Source: an optimization exercise on an open RTL-to-GDS flow (aim: small area). Production flows keep margins and buffers that such runs may drop.
In this exercise RTL edits were held to simulation tests only and were not proved equivalent to the original.
Power figures rest on the tool's default switching activity, not on a simulated workload.

===== flow/config.mk =====
export PLATFORM = sky130hd
export DESIGN_NAME = cpu_top
export DESIGN_NICKNAME = cpu_top
export VERILOG_FILES = /design/flow/design.v
export SDC_FILE = /design/flow/constraint.sdc
export NUM_CORES = 4
export LEC_CHECK = 0
export CAP_MARGIN = 20
export CORE_MARGIN = 2
export CORE_UTILIZATION = 45
export PLACE_DENSITY = 0.6
export SETUP_SLACK_MARGIN = 0.2
export SLEW_MARGIN = 20

===== flow/design.v =====
package cpu_pkg;
  localparam int XLEN       = 32;
  localparam int REG_ADDR_W = 6;
  localparam int OUT_W      = 10;
  localparam int IN_W       = 2;
  localparam logic [XLEN-1:0] NOP_INSTR = 32'd63;
  typedef enum logic [5:0] {
    OPC_ALU       = 6'd0,
    OPC_SHIFT     = 6'd1,
    OPC_OUT       = 6'd6,
    OPC_IN        = 6'd7,
    OPC_JUMP      = 6'd9,
    OPC_JZ        = 6'd10,
    OPC_JNZ       = 6'd11,
    OPC_LOADCONST = 6'd13,
    OPC_LOADUPPER = 6'd14,
    OPC_NOP       = 6'd15
  } opcode_e;
  typedef enum logic [3:0] {
    FN_ADD, FN_ADC, FN_SUB, FN_CARRY, FN_OVERFLOW, FN_INC, FN_DEC, FN_MUL,
    FN_MULH, FN_AND, FN_OR, FN_XOR, FN_EQ, FN_LT, FN_LTU, FN_SND
  } alu_func_e;
  typedef enum logic [2:0] {
    FWD_NONE, FWD_WB, FWD_MEM_ALU, FWD_MEM_SHIFT, FWD_MEM_LINK, FWD_MEM_IMM
  } fwd_sel_e;
  typedef enum logic {WAIT_START, RUN} run_state_e;
  typedef struct packed {
    logic                  w_imm;
    logic [REG_ADDR_W-1:0] addr_w;
    logic                  const_flag;
    logic                  a_imm;
    logic [REG_ADDR_W-1:0] addr_a;
    logic                  b_imm;
    logic [REG_ADDR_W-1:0] addr_b;
    logic [3:0]            func;
    logic [5:0]            opc;
  } instr_t;
  typedef struct packed {
    logic [XLEN-1:0]       pc;
    logic [XLEN-1:0]       data_a;
    logic [XLEN-1:0]       data_b;
    logic [XLEN-1:0]       data_w;
    logic [XLEN-1:0]       imm;
    logic [REG_ADDR_W-1:0] addr_a;
    logic [REG_ADDR_W-1:0] addr_b;
    logic [REG_ADDR_W-1:0] addr_w;
    logic                  a_dis;
    logic                  b_dis;
    logic                  w_dis;
    opcode_e               opc;
    alu_func_e             func;
  } id_ex_t;
  typedef struct packed {
    logic [XLEN-1:0]       pc;
    logic [XLEN-1:0]       data_w;
    logic [XLEN-1:0]       imm;
    logic [XLEN-1:0]       alu_res;
    logic [XLEN-1:0]       shift_res;
    logic [REG_ADDR_W-1:0] addr_w;
    opcode_e               opc;
    logic                  write_reg;
  } ex_mem_t;
  typedef struct packed {
    logic                  we;
    logic [REG_ADDR_W-1:0] addr;
    logic [XLEN-1:0]       data;
  } wb_t;
endpackage
module pipeline_control (
  input  logic              clk,
  input  logic              rst_n,
  input  logic              ready,
  input  logic              mem_start_ready,
  input  logic              jump_taken,
  input  cpu_pkg::id_ex_t   ex_pipe,
  input  cpu_pkg::ex_mem_t  mem_pipe,
  input  cpu_pkg::wb_t      wb,
  output logic              advance,
  output logic              flush,
  output cpu_pkg::fwd_sel_e fwd_a,
  output cpu_pkg::fwd_sel_e fwd_b,
  output cpu_pkg::fwd_sel_e fwd_w
);
  cpu_pkg::run_state_e state;
  logic       use_a;
  logic       use_b;
  logic       use_w;
  function automatic cpu_pkg::fwd_sel_e pick(input logic [cpu_pkg::REG_ADDR_W-1:0] addr, input logic use_reg,
                                    input cpu_pkg::ex_mem_t mem, input cpu_pkg::wb_t wbk);
    cpu_pkg::fwd_sel_e sel;
    sel = cpu_pkg::FWD_NONE;
    if (use_reg && mem.write_reg && (mem.addr_w == addr)) begin
      case (mem.opc)
        cpu_pkg::OPC_SHIFT:                    sel = cpu_pkg::FWD_MEM_SHIFT;
        cpu_pkg::OPC_JUMP:                     sel = cpu_pkg::FWD_MEM_LINK;
        cpu_pkg::OPC_LOADCONST, cpu_pkg::OPC_LOADUPPER: sel = cpu_pkg::FWD_MEM_IMM;
        default:                      sel = cpu_pkg::FWD_MEM_ALU;  
      endcase
    end else if (use_reg && wbk.we && (wbk.addr == addr)) begin
      sel = cpu_pkg::FWD_WB;
    end
    pick = sel;
  endfunction
  always_ff @(posedge clk) begin
    if (!rst_n) begin
      state <= cpu_pkg::WAIT_START;
    end else if ((state == cpu_pkg::WAIT_START) && mem_start_ready) begin
      state <= cpu_pkg::RUN;
    end
  end
  assign advance = (state == cpu_pkg::RUN) && ready;  
  assign flush   = advance && jump_taken;
  always_comb begin
    use_a = !ex_pipe.a_dis && (((ex_pipe.opc == cpu_pkg::OPC_ALU) || (ex_pipe.opc == cpu_pkg::OPC_SHIFT) || (ex_pipe.opc == cpu_pkg::OPC_OUT) || (ex_pipe.opc == cpu_pkg::OPC_JUMP) || (ex_pipe.opc == cpu_pkg::OPC_JZ) || (ex_pipe.opc == cpu_pkg::OPC_JNZ)));
    use_b = !ex_pipe.b_dis && (((ex_pipe.opc == cpu_pkg::OPC_ALU) || (ex_pipe.opc == cpu_pkg::OPC_SHIFT) || (ex_pipe.opc == cpu_pkg::OPC_OUT) || (ex_pipe.opc == cpu_pkg::OPC_JZ) || (ex_pipe.opc == cpu_pkg::OPC_JNZ)));
    use_w = !ex_pipe.w_dis && (((ex_pipe.opc == cpu_pkg::OPC_JZ) || (ex_pipe.opc == cpu_pkg::OPC_JNZ) || (ex_pipe.opc == cpu_pkg::OPC_LOADUPPER)));
    fwd_a = pick(ex_pipe.addr_a, use_a, mem_pipe, wb);
    fwd_b = pick(ex_pipe.addr_b, use_b, mem_pipe, wb);
    fwd_w = pick(ex_pipe.addr_w, use_w, mem_pipe, wb);
  end
endmodule
module fetch_stage #(
  parameter logic [cpu_pkg::XLEN-1:0] RESET_PC = '0
) (
  input  logic                     clk,
  input  logic                     rst_n,
  input  logic                     advance,
  input  logic                     flush,
  input  logic                     jump_taken,
  input  logic [cpu_pkg::XLEN-1:0] jump_addr,
  input  cpu_pkg::instr_t          inst_rdata,
  output logic [cpu_pkg::XLEN-1:0] pc,
  output cpu_pkg::instr_t          id_instr,
  output logic [cpu_pkg::XLEN-1:0] id_pc
);
  always_ff @(posedge clk) begin
    if (!rst_n) begin
      pc       <= RESET_PC;
      id_instr <= cpu_pkg::NOP_INSTR;
    end else if (advance) begin
      pc       <= jump_taken ? jump_addr : pc + 32'd4;
      id_instr <= flush ? cpu_pkg::NOP_INSTR : inst_rdata;  
    end
  end
  always_ff @(posedge clk) begin
    if (advance) begin
      id_pc <= pc;
    end
  end
endmodule
module register_file #(
  parameter int NUM_REGS = 64
) (
  input  logic                           clk,
  input  logic [cpu_pkg::REG_ADDR_W-1:0] addr_a,
  input  logic [cpu_pkg::REG_ADDR_W-1:0] addr_b,
  input  logic [cpu_pkg::REG_ADDR_W-1:0] addr_w,
  input  cpu_pkg::wb_t                   wb,
  output logic [cpu_pkg::XLEN-1:0]       rd_a,
  output logic [cpu_pkg::XLEN-1:0]       rd_b,
  output logic [cpu_pkg::XLEN-1:0]       rd_w
);
  logic [cpu_pkg::XLEN-1:0] regs [NUM_REGS];  
  always_ff @(posedge clk) begin
    if (wb.we) begin
      regs[wb.addr] <= wb.data;
    end
  end
  assign rd_a = regs[addr_a];
  assign rd_b = regs[addr_b];
  assign rd_w = regs[addr_w];
endmodule
module decode_stage (
  input  logic                           clk,
  input  logic                           rst_n,
  input  logic                           advance,
  input  logic                           flush,
  input  cpu_pkg::instr_t                id_instr,
  input  logic [cpu_pkg::XLEN-1:0]       id_pc,
  input  logic [cpu_pkg::XLEN-1:0]       rd_a,
  input  logic [cpu_pkg::XLEN-1:0]       rd_b,
  input  logic [cpu_pkg::XLEN-1:0]       rd_w,
  input  cpu_pkg::wb_t                   wb,
  output logic [cpu_pkg::REG_ADDR_W-1:0] addr_a,
  output logic [cpu_pkg::REG_ADDR_W-1:0] addr_b,
  output logic [cpu_pkg::REG_ADDR_W-1:0] addr_w,
  output cpu_pkg::id_ex_t                ex_pipe
);
  cpu_pkg::opcode_e         dec_opc;
  cpu_pkg::alu_func_e       dec_func;
  logic [cpu_pkg::XLEN-1:0] dec_imm;
  function automatic logic [cpu_pkg::XLEN-1:0] src_value(input logic imm_flag,
                                                input logic [cpu_pkg::REG_ADDR_W-1:0] addr,
                                                input logic [cpu_pkg::XLEN-1:0] rd, input cpu_pkg::wb_t wbk);
    logic hit;
    hit = wbk.we && (wbk.addr == addr);
    if (imm_flag) begin
      src_value = {{(cpu_pkg::XLEN-cpu_pkg::REG_ADDR_W){addr[cpu_pkg::REG_ADDR_W-1]}}, addr};
    end else begin
      src_value = hit ? wbk.data : rd;
    end
  endfunction
  assign addr_a = id_instr.addr_a;
  assign addr_b = id_instr.addr_b;
  assign addr_w = id_instr.addr_w;
  always_comb begin
    if (id_instr.const_flag) begin
      if (id_instr.w_imm) begin
        dec_opc = cpu_pkg::OPC_LOADCONST;
      end else if (id_instr[23:9] == '0) begin
        dec_opc = cpu_pkg::OPC_LOADUPPER;
      end else begin
        dec_opc = cpu_pkg::OPC_NOP;
      end
    end else begin
      case (id_instr.opc)
        cpu_pkg::OPC_ALU, cpu_pkg::OPC_SHIFT, cpu_pkg::OPC_OUT, cpu_pkg::OPC_IN, cpu_pkg::OPC_JUMP, cpu_pkg::OPC_JZ, cpu_pkg::OPC_JNZ:
          dec_opc = cpu_pkg::opcode_e'(id_instr.opc);
        default: dec_opc = cpu_pkg::OPC_NOP;  
      endcase
    end
  end
  always_comb begin
    case (dec_opc)
      cpu_pkg::OPC_ALU, cpu_pkg::OPC_OUT, cpu_pkg::OPC_JUMP, cpu_pkg::OPC_JZ, cpu_pkg::OPC_JNZ: dec_func = cpu_pkg::alu_func_e'(id_instr.func);
      cpu_pkg::OPC_SHIFT: dec_func = cpu_pkg::alu_func_e'({2'b11, id_instr.func[1:0]});
      default:   dec_func = cpu_pkg::FN_AND;
    endcase
  end
  always_comb begin
    dec_imm = '0;
    if (dec_opc == cpu_pkg::OPC_LOADCONST) begin
      dec_imm = 32'(id_instr[22:0]);
      if (id_instr.a_imm) begin
        dec_imm = '0 - dec_imm;  
      end
    end else if (dec_opc == cpu_pkg::OPC_LOADUPPER) begin
      dec_imm = 32'(id_instr[8:0]);
    end
  end
  always_ff @(posedge clk) begin
    if (!rst_n) begin
      ex_pipe.opc  <= cpu_pkg::OPC_NOP;
      ex_pipe.func <= cpu_pkg::FN_AND;
    end else if (advance) begin
      ex_pipe.pc     <= id_pc;
      ex_pipe.data_a <= src_value(id_instr.a_imm, id_instr.addr_a, rd_a, wb);
      ex_pipe.data_b <= src_value(id_instr.b_imm, id_instr.addr_b, rd_b, wb);
      ex_pipe.data_w <= src_value(id_instr.w_imm, id_instr.addr_w, rd_w, wb);
      ex_pipe.imm    <= dec_imm;
      ex_pipe.addr_a <= id_instr.addr_a;
      ex_pipe.addr_b <= id_instr.addr_b;
      ex_pipe.addr_w <= id_instr.addr_w;
      ex_pipe.a_dis  <= id_instr.a_imm;
      ex_pipe.b_dis  <= id_instr.b_imm;
      ex_pipe.w_dis  <= id_instr.w_imm;
      ex_pipe.opc    <= flush ? cpu_pkg::OPC_NOP : dec_opc;
      ex_pipe.func   <= flush ? cpu_pkg::FN_AND : dec_func;
    end
  end
endmodule
module execute_stage (
  input  logic                     clk,
  input  logic                     rst_n,
  input  logic                     advance,
  input  cpu_pkg::id_ex_t          ex_pipe,
  input  cpu_pkg::fwd_sel_e        fwd_a,
  input  cpu_pkg::fwd_sel_e        fwd_b,
  input  cpu_pkg::fwd_sel_e        fwd_w,
  input  cpu_pkg::wb_t             wb,
  input  logic [cpu_pkg::XLEN-1:0] mem_alu,
  input  logic [cpu_pkg::XLEN-1:0] mem_shift,
  input  logic [cpu_pkg::XLEN-1:0] mem_link,
  input  logic [cpu_pkg::XLEN-1:0] mem_imm,
  output logic                     jump_taken,
  output logic [cpu_pkg::XLEN-1:0] jump_addr,
  output cpu_pkg::ex_mem_t         mem_pipe
);
  logic [cpu_pkg::XLEN-1:0]   a;
  logic [cpu_pkg::XLEN-1:0]   b;
  logic [cpu_pkg::XLEN-1:0]   w;
  logic [cpu_pkg::XLEN-1:0]   in1;
  logic [cpu_pkg::XLEN-1:0]   in2;
  logic [cpu_pkg::XLEN:0]     sum;
  logic [cpu_pkg::XLEN-1:0]   diff;
  logic [2*cpu_pkg::XLEN-1:0] prod;
  logic [cpu_pkg::XLEN-1:0]   alu_res;
  logic [cpu_pkg::XLEN-1:0]   shift_res;
  logic [4:0]        sh;
  logic              carry_q;
  logic              overflow_q;
  logic              add_ovf;
  logic              sub_ovf;
  function automatic logic [cpu_pkg::XLEN-1:0] fwd_mux(input cpu_pkg::fwd_sel_e sel, input logic [cpu_pkg::XLEN-1:0] own);
    case (sel)
      cpu_pkg::FWD_WB:        fwd_mux = wb.data;
      cpu_pkg::FWD_MEM_ALU:   fwd_mux = mem_alu;
      cpu_pkg::FWD_MEM_SHIFT: fwd_mux = mem_shift;
      cpu_pkg::FWD_MEM_LINK:  fwd_mux = mem_link;
      cpu_pkg::FWD_MEM_IMM:   fwd_mux = mem_imm;
      default:       fwd_mux = own;
    endcase
  endfunction
  always_comb begin
    a = fwd_mux(fwd_a, ex_pipe.data_a);
    b = fwd_mux(fwd_b, ex_pipe.data_b);
    w = fwd_mux(fwd_w, ex_pipe.data_w);
  end
  always_comb begin
    in1     = (ex_pipe.opc == cpu_pkg::OPC_JUMP) ? ex_pipe.pc : a;  
    in2     = (ex_pipe.opc == cpu_pkg::OPC_JUMP) ? a : b;
    sum     = {1'b0, in1} + {1'b0, in2} + 33'((ex_pipe.func == cpu_pkg::FN_ADC) && carry_q);
    diff    = in1 - in2;
    prod    = {{cpu_pkg::XLEN{1'b0}}, in1} * {{cpu_pkg::XLEN{1'b0}}, in2};
    add_ovf = (in1[cpu_pkg::XLEN-1] == in2[cpu_pkg::XLEN-1]) && (sum[cpu_pkg::XLEN-1] != in1[cpu_pkg::XLEN-1]);
    sub_ovf = (in1[cpu_pkg::XLEN-1] != in2[cpu_pkg::XLEN-1]) && (diff[cpu_pkg::XLEN-1] != in1[cpu_pkg::XLEN-1]);
    case (ex_pipe.func)
      cpu_pkg::FN_ADD, cpu_pkg::FN_ADC: alu_res = sum[cpu_pkg::XLEN-1:0];
      cpu_pkg::FN_SUB:         alu_res = diff;
      cpu_pkg::FN_CARRY:       alu_res = 32'(carry_q);
      cpu_pkg::FN_OVERFLOW:    alu_res = 32'(overflow_q);
      cpu_pkg::FN_INC:         alu_res = in1 + 32'd1;
      cpu_pkg::FN_DEC:         alu_res = in1 - 32'd1;
      cpu_pkg::FN_MUL:         alu_res = prod[cpu_pkg::XLEN-1:0];
      cpu_pkg::FN_MULH:        alu_res = prod[2*cpu_pkg::XLEN-1:cpu_pkg::XLEN];
      cpu_pkg::FN_AND:         alu_res = in1 & in2;
      cpu_pkg::FN_OR:          alu_res = in1 | in2;
      cpu_pkg::FN_XOR:         alu_res = in1 ^ in2;
      cpu_pkg::FN_EQ:          alu_res = 32'(in1 == in2);
      cpu_pkg::FN_LT:          alu_res = 32'($signed(in1) < $signed(in2));
      cpu_pkg::FN_LTU:         alu_res = 32'(in1 < in2);
      default:        alu_res = in2;
    endcase
  end
  always_ff @(posedge clk) begin
    if (!rst_n) begin
      carry_q    <= 1'b0;
      overflow_q <= 1'b0;
    end else if (advance) begin
      if (((ex_pipe.func == cpu_pkg::FN_ADD) || (ex_pipe.func == cpu_pkg::FN_ADC))) begin
        carry_q <= sum[cpu_pkg::XLEN];
      end
      if (ex_pipe.func == cpu_pkg::FN_ADD) begin
        overflow_q <= add_ovf;
      end else if (ex_pipe.func == cpu_pkg::FN_SUB) begin
        overflow_q <= sub_ovf;
      end
    end
  end
  always_comb begin
    sh = b[4:0];
    case (ex_pipe.func[1:0])
      2'd0:    shift_res = a << sh;
      2'd1:    shift_res = a >> sh;
      2'd2:    shift_res = $signed(a) >>> sh;
      default: shift_res = (a >> sh) | (a << (32 - {27'd0, sh}));
    endcase
  end
  always_comb begin
    jump_taken = (ex_pipe.opc == cpu_pkg::OPC_JUMP)
              || ((ex_pipe.opc == cpu_pkg::OPC_JZ) && (alu_res == '0))
              || ((ex_pipe.opc == cpu_pkg::OPC_JNZ) && (alu_res != '0));
    jump_addr  = (ex_pipe.opc == cpu_pkg::OPC_JUMP) ? alu_res : ex_pipe.pc + w;
  end
  always_ff @(posedge clk) begin
    if (!rst_n) begin
      mem_pipe.opc       <= cpu_pkg::OPC_NOP;
      mem_pipe.write_reg <= 1'b0;
    end else if (advance) begin
      mem_pipe.pc        <= ex_pipe.pc;
      mem_pipe.data_w    <= w;
      mem_pipe.imm       <= ex_pipe.imm;
      mem_pipe.alu_res   <= alu_res;
      mem_pipe.shift_res <= shift_res;
      mem_pipe.addr_w    <= ex_pipe.addr_w;
      mem_pipe.opc       <= ex_pipe.opc;
      mem_pipe.write_reg <= ((ex_pipe.opc == cpu_pkg::OPC_ALU) || (ex_pipe.opc == cpu_pkg::OPC_SHIFT) || (ex_pipe.opc == cpu_pkg::OPC_OUT) || (ex_pipe.opc == cpu_pkg::OPC_IN) || (ex_pipe.opc == cpu_pkg::OPC_JUMP) || (ex_pipe.opc == cpu_pkg::OPC_LOADCONST) || (ex_pipe.opc == cpu_pkg::OPC_LOADUPPER));
    end
  end
endmodule
module retire_stage (
  input  logic                      clk,
  input  logic                      rst_n,
  input  logic                      advance,
  input  cpu_pkg::ex_mem_t          mem_pipe,
  input  logic [cpu_pkg::IN_W-1:0]  data_in,
  output logic [cpu_pkg::XLEN-1:0]  mem_alu,
  output logic [cpu_pkg::XLEN-1:0]  mem_shift,
  output logic [cpu_pkg::XLEN-1:0]  mem_link,
  output logic [cpu_pkg::XLEN-1:0]  mem_imm,
  output cpu_pkg::wb_t              wb,
  output logic [cpu_pkg::OUT_W-1:0] data_out,
  output logic                      out_valid
);
  cpu_pkg::ex_mem_t         wb_q;
  logic [cpu_pkg::XLEN-1:0] wb_data;
  assign mem_alu   = (mem_pipe.opc == cpu_pkg::OPC_IN) ? 32'(data_in) : mem_pipe.alu_res;
  assign mem_shift = mem_pipe.shift_res;
  assign mem_link  = mem_pipe.pc + 32'd4;
  assign mem_imm   = (mem_pipe.opc == cpu_pkg::OPC_LOADUPPER) ? {mem_pipe.imm[8:0], mem_pipe.data_w[22:0]}
                                                     : mem_pipe.imm;
  always_ff @(posedge clk) begin
    if (!rst_n) begin
      wb_q.opc       <= cpu_pkg::OPC_NOP;
      wb_q.write_reg <= 1'b0;
    end else if (advance) begin
      wb_q     <= mem_pipe;
      wb_q.imm <= mem_imm;  
    end
  end
  always_comb begin
    case (wb_q.opc)
      cpu_pkg::OPC_SHIFT:                    wb_data = wb_q.shift_res;
      cpu_pkg::OPC_IN:                       wb_data = 32'(data_in);
      cpu_pkg::OPC_JUMP:                     wb_data = wb_q.pc + 32'd4;
      cpu_pkg::OPC_LOADCONST, cpu_pkg::OPC_LOADUPPER: wb_data = wb_q.imm;
      default:                      wb_data = wb_q.alu_res;
    endcase
  end
  assign wb.we   = wb_q.write_reg && advance;
  assign wb.addr = wb_q.addr_w;
  assign wb.data = wb_data;
  always_ff @(posedge clk) begin
    if (!rst_n) begin
      out_valid <= 1'b0;
    end else begin
      out_valid <= advance && (wb_q.opc == cpu_pkg::OPC_OUT);  
    end
  end
  always_ff @(posedge clk) begin
    if (advance && (wb_q.opc == cpu_pkg::OPC_OUT)) begin
      data_out <= wb_q.alu_res[cpu_pkg::OUT_W-1:0];
    end
  end
endmodule
module cpu_top #(
  parameter logic [cpu_pkg::XLEN-1:0] RESET_PC = '0,
  parameter int                       NUM_REGS = 64
) (
  input  logic                      clk,
  input  logic                      rst_n,
  input  cpu_pkg::instr_t           inst_rdata,
  input  logic                      ready,
  input  logic                      mem_start_ready,
  input  logic [cpu_pkg::IN_W-1:0]  data_in,
  output logic [cpu_pkg::XLEN-1:0]  pc,
  output logic [cpu_pkg::OUT_W-1:0] data_out,
  output logic                      out_valid
);
  logic                  advance;
  logic                  flush;
  cpu_pkg::fwd_sel_e              fwd_a;
  cpu_pkg::fwd_sel_e              fwd_b;
  cpu_pkg::fwd_sel_e              fwd_w;
  logic                  jump_taken;
  logic [cpu_pkg::XLEN-1:0]       jump_addr;
  cpu_pkg::instr_t                id_instr;
  logic [cpu_pkg::XLEN-1:0]       id_pc;
  logic [cpu_pkg::REG_ADDR_W-1:0] addr_a;
  logic [cpu_pkg::REG_ADDR_W-1:0] addr_b;
  logic [cpu_pkg::REG_ADDR_W-1:0] addr_w;
  logic [cpu_pkg::XLEN-1:0]       rd_a;
  logic [cpu_pkg::XLEN-1:0]       rd_b;
  logic [cpu_pkg::XLEN-1:0]       rd_w;
  cpu_pkg::id_ex_t                ex_pipe;
  cpu_pkg::ex_mem_t               mem_pipe;
  cpu_pkg::wb_t                   wb;
  logic [cpu_pkg::XLEN-1:0]       mem_alu;
  logic [cpu_pkg::XLEN-1:0]       mem_shift;
  logic [cpu_pkg::XLEN-1:0]       mem_link;
  logic [cpu_pkg::XLEN-1:0]       mem_imm;
  pipeline_control u_control (
    .clk, .rst_n, .ready, .mem_start_ready, .jump_taken,
    .ex_pipe, .mem_pipe, .wb,
    .advance, .flush, .fwd_a, .fwd_b, .fwd_w
  );
  fetch_stage #(.RESET_PC(RESET_PC)) u_fetch (
    .clk, .rst_n, .advance, .flush, .jump_taken, .jump_addr,
    .inst_rdata, .pc, .id_instr, .id_pc
  );
  register_file #(.NUM_REGS(NUM_REGS)) u_regs (
    .clk, .addr_a, .addr_b, .addr_w, .wb, .rd_a, .rd_b, .rd_w
  );
  decode_stage u_decode (
    .clk, .rst_n, .advance, .flush, .id_instr, .id_pc,
    .rd_a, .rd_b, .rd_w, .wb, .addr_a, .addr_b, .addr_w, .ex_pipe
  );
  execute_stage u_execute (
    .clk, .rst_n, .advance, .ex_pipe, .fwd_a, .fwd_b, .fwd_w, .wb,
    .mem_alu, .mem_shift, .mem_link, .mem_imm,
    .jump_taken, .jump_addr, .mem_pipe
  );
  retire_stage u_retire (
    .clk, .rst_n, .advance, .mem_pipe, .data_in,
    .mem_alu, .mem_shift, .mem_link, .mem_imm,
    .wb, .data_out, .out_valid
  );
endmodule

===== flow/constraint.sdc =====
create_clock -name core_clock -period 20.0 [get_ports {clk}]
set_input_delay 4.0000 -clock core_clock [delete_from_list [all_inputs] [get_ports {clk}]]
set_output_delay 4.0000 -clock core_clock [all_outputs]
set_load 0.01 [all_outputs]

===== flow/run.sh =====
#!/bin/bash
# synth_recipe.tcl (not shown) runs the flow's synth.tcl, then flattens the netlist and writes it again
# the make line also repeats each setting of config.mk as NAME=value (left out here)
make -C /OpenROAD-flow-scripts/flow DESIGN_CONFIG=/design/flow/config.mk WORK_HOME=/design/flow/orfs CLKGATE_MAP_FILE= SYNTH_SCRIPT=/design/flow/synth_recipe.tcl finish

==> impl_metrics.py <==
metrics = {
    "routing": {
        "avgRoutedWirePerCell_um": 39.94,
        "num_vias": 136100,
        "vias_per_cell": 7.032,
        "drt_first_pass_iters": 8,
        "ant_nets": 0,
        "wirelength_mm": 773.4,
        "drt_iter0_drc": 21740,
        "drc": 0,
    },
    "clock_network": {
        "clkTransAtPathRegs_ns": 0.06,
        "post_cts_resized": 0,
        "postCtsHoldBufs": 0,
        "post_cts_buffers": 0,
        "cts_root_buffer": "clkbuf_16",
        "cts_buffers": 294,
        "cts.path.max_buffers": 4,
        "cts.sinks": 2656,
        "clock_latency_ns": 0.98,
        "cts_tree": "yes",
        "htree_num_levels": 5,
    },
    "pwr": {
        "powerDensity_mw_per_mm2": 131.3,
        "ir_drop_mv": 0.6878,
        "p_leak_nw": 70.08,
    },
    "critical_path": {
        "startpoint_type": "input pin",
        "cp_slowest_cell": "o32ai_1",
        "slowest_delay_ns": 1.05,
        "crit_required_ns": 20.86,
        "worstPathArrival_ns": 19.50,
        "critPathKind": "input pin to flip-flop",
        "crit_top_cell": "fa_1",
        "cp_max_fo": 18,
        "end_kind": "flip-flop",
        "ff2ff_setup_slack_ns": 3.77,
        "rr_worst_depth": 43,
    },
    "finish": {
        "num-nets-final": 14990,
        "area_growth_pct": 10.14,
        "final_cells": 19360,
        "drive_gt1_share_pct": 23.58,
        "layout_commonest_cell": "edfxtp_1",
        "layout_common_cells": "edfxtp_1, mux4_2, nand2_1",
        "utilization_pct": 49.74,
    },
    "sta": {
        "timing.setup.tns_ns": 0,
        "min_period_ns": 18.64,
        "whs_ns": 0.4138,
        "drv_slew": 0,
        "worst_slack_ns": 1.356,
        "rsz0062_at_grt": "no",
        "setup_violations": 0,
        "fin_skew_ns": 0.1064,
        "max_slew_margin_pct": 13.96,
        "fin_crit_sh_pct": 93.22,
        "fmax_mhz": 53.64,
        "tightest_slew_ns": 1.291,
        "hold_viol": 0,
    },
    "yosys": {
        "syn_nets": 15110,
        "ys_ff_latch": 2656,
        "ys_types": 103,
        "synth_seq_area_share_pct": 42.16,
        "synth.top_cell.area_share_pct": 40.98,
        "avgSynthCellArea_um2": 13.57,
        "syn-cell-area_mm2": 0.1866,
        "synth_flop_cell": "edfxtp_1",
        "synth_top_cell_by_area": "edfxtp_1",
        "yosys-top-cells-area": "edfxtp_1, mux4_2, fa_1",
        "synth_edf_count": 2546,
        "async_flop_share_pct": 0,
        "ys.warnings.count": 6,
        "synth_cells": 13740,
    },
    "placement": {
        "hpwl_mm": 519.8,
        "portBuffers": 80,
        "dp_cells": 18800,
        "dpl_worst_slack_ns": 0.8909,
        "gp_congestion": 1.054,
    },
    "global_routing": {
        "gr-usage-all-layers_pct": 36.72,
        "grt_max_degree": 118,
        "grt-ovfl-total": 0,
        "grt_pass1_wl_mm": 1070,
        "grt_pass1_vias": 132600,
        "antenna_found_initial": 52,
    },
    "floorplan": {
        "num_io_pins": 81,
        "initial_utilization_pct": 45.16,
        "dieHeight_um": 647.9,
        "dieWidth_um": 647.9,
        "dieArea_mm2": 0.4197,
        "placeableCoreArea_mm2": 0.4131,
        "rows": 236,
    },
    "run_status": {
        "status": "no timing/DRC/antenna violations",
    },
    "min_path": {
        "hold_class": "flip-flop to flip-flop",
        "hold_depth": 0,
    },
    "job": {
        "maxCapViolCount": 0,
    },
}
kinds of logic (layout without fill, tap and decap cells):
| kind of cell | Yosys count | in the layout | synth area share [%] |
|---|---|---|---|
| flops | 2656 | 2656 | 42.16 |
| mux | 2197 | 2197 | 25.36 |
| simple gates | 3209 | 3209 | 7.480 |
| compound gates | 1970 | 1970 | 7.037 |
| fa+ha+maj | 1331 | 1331 | 12.55 |
| buf+inv | 2161 | 2279 | 4.383 |
| other cells | 0 | 25 | 0 |
| xor+xnor | 220 | 220 | 1.033 |
sequential cells by signal, summed over array words and instances (netlist names), named ones only:
register              count
u_retire.data_out        10
u_regs.regs            2048
u_fetch.pc               32
u_fetch.id_instr         32
u_execute.carry_q         1
u_fetch.id_pc            32
u_execute.mem_pipe      156
u_retire.out_valid        1
u_retire.wb_q           141
u_execute.overflow_q      1
u_control.state           1
u_decode.ex_pipe        183
synth_stat cells, types with 32 or more instances:
master    instances
and2_1           35
mux4_2         2021
a31oi_1          40
nand2_1        1169
inv_1          1087
o31ai_1          38
xor2_1           87
a21o_1           71
o21a_1          133
dfxtp_1         110
nand3_1         185
a221oi_1         59
o22ai_1          70
clkinv_1         32
fa_1            900
o221ai_1         48
or3_1            55
a211oi_1         88
clkbuf_1        770
edfxtp_1       2546
a21oi_1         455
a222oi_1         32
a22oi_1          41
and3_1           70
buf_1           235
nand4_1          77
o21ai_0         445
nor4_1           52
nor2b_1          38
mux2i_1         151
nand2b_1         44
o211ai_1         75
nor2_1         1214
nor3_1          132
ha_1            430
xnor2_1         133
layout make-up:
class,count,area [um2]
diodes,25,62.56
clock buffers,350,7672
clock inverters,187,2073
fillers,35200,207600
inverters,1125,4237
multi-input cells,8927,100700
flip-flops and latches,2656,78730
well taps,5474,6849
repair buffers,617,5162
stage by stage:
step,power (W),instance area (um2)
final,0.02698,205500
after floorplan,0.01525,186600
after detailed placement,0.02089,195600
after global routing,0.02812,205400
after global placement,0.02100,195500
after CTS,0.02649,205400
final timing paths:
| path | from | to |
|---|---|---|
| worst max-delay path | ready | u_decode.ex_pipe[1] |
| worst min-delay path | u_fetch.id_pc[1] | u_decode.ex_pipe[160] |
| worst max register to register | u_execute.mem_pipe[1] | u_decode.ex_pipe[1] |
| worst min register to register | u_fetch.id_pc[1] | u_decode.ex_pipe[160] |
critical path, delay by kind of cell:
kind                       cells  cell delay, ns
AOI/OAI and AO/OA              9            3.66
adders and majority gates      9            4.57
muxes                          1            0.39
and+or+nand+nor               13            4.01
buffers and inverters          9            2.77
report_power, final:
group	internal [W]	switching, W	total (W)
Sequential	0.00623	0.0000614	0.00629
Clock	0.00317	0.00243	0.00560
Combinational	0.00472	0.0104	0.0151
per-layer routing:
metal / part of all wire [%] / vias to the layer above / global-route usage [%]
li1: - / 52600 / -
met1: 36 / 70840 / 47.86
met2: 43 / 10310 / 54.00
met3: 13 / 2311 / 10.50
met4: 8.0 / 71 / 23.61
met5: 0.066 / - / 0

[what the ideal ports hide]
Ports are ideal in the flow. The routed layout listed here was re-timed in OpenROAD. Step 1 sets driving cells, clkbuf_16 on the clock port and buf_2 on the other inputs (assumed; they add their load-dependent delay and slew). Step 2 moves the port delays by t, midway between the first and last clock arrival at a register: inputs arrive t later, outputs are due t later. That takes back most of the time a late clock gives input paths. Slacks: ideal / step 1 / step 2; pairs: ideal / step 1.
shift t [ns]: 1.042
slack for setup (ns): 1.356 / 1.437 / 0.395
worst data-port slew with drivers (ns): 0.06
After both steps setup and hold are still met in this run. The setup slack of this run moves by +0.081 ns with the drivers and by -0.961 ns with both steps.
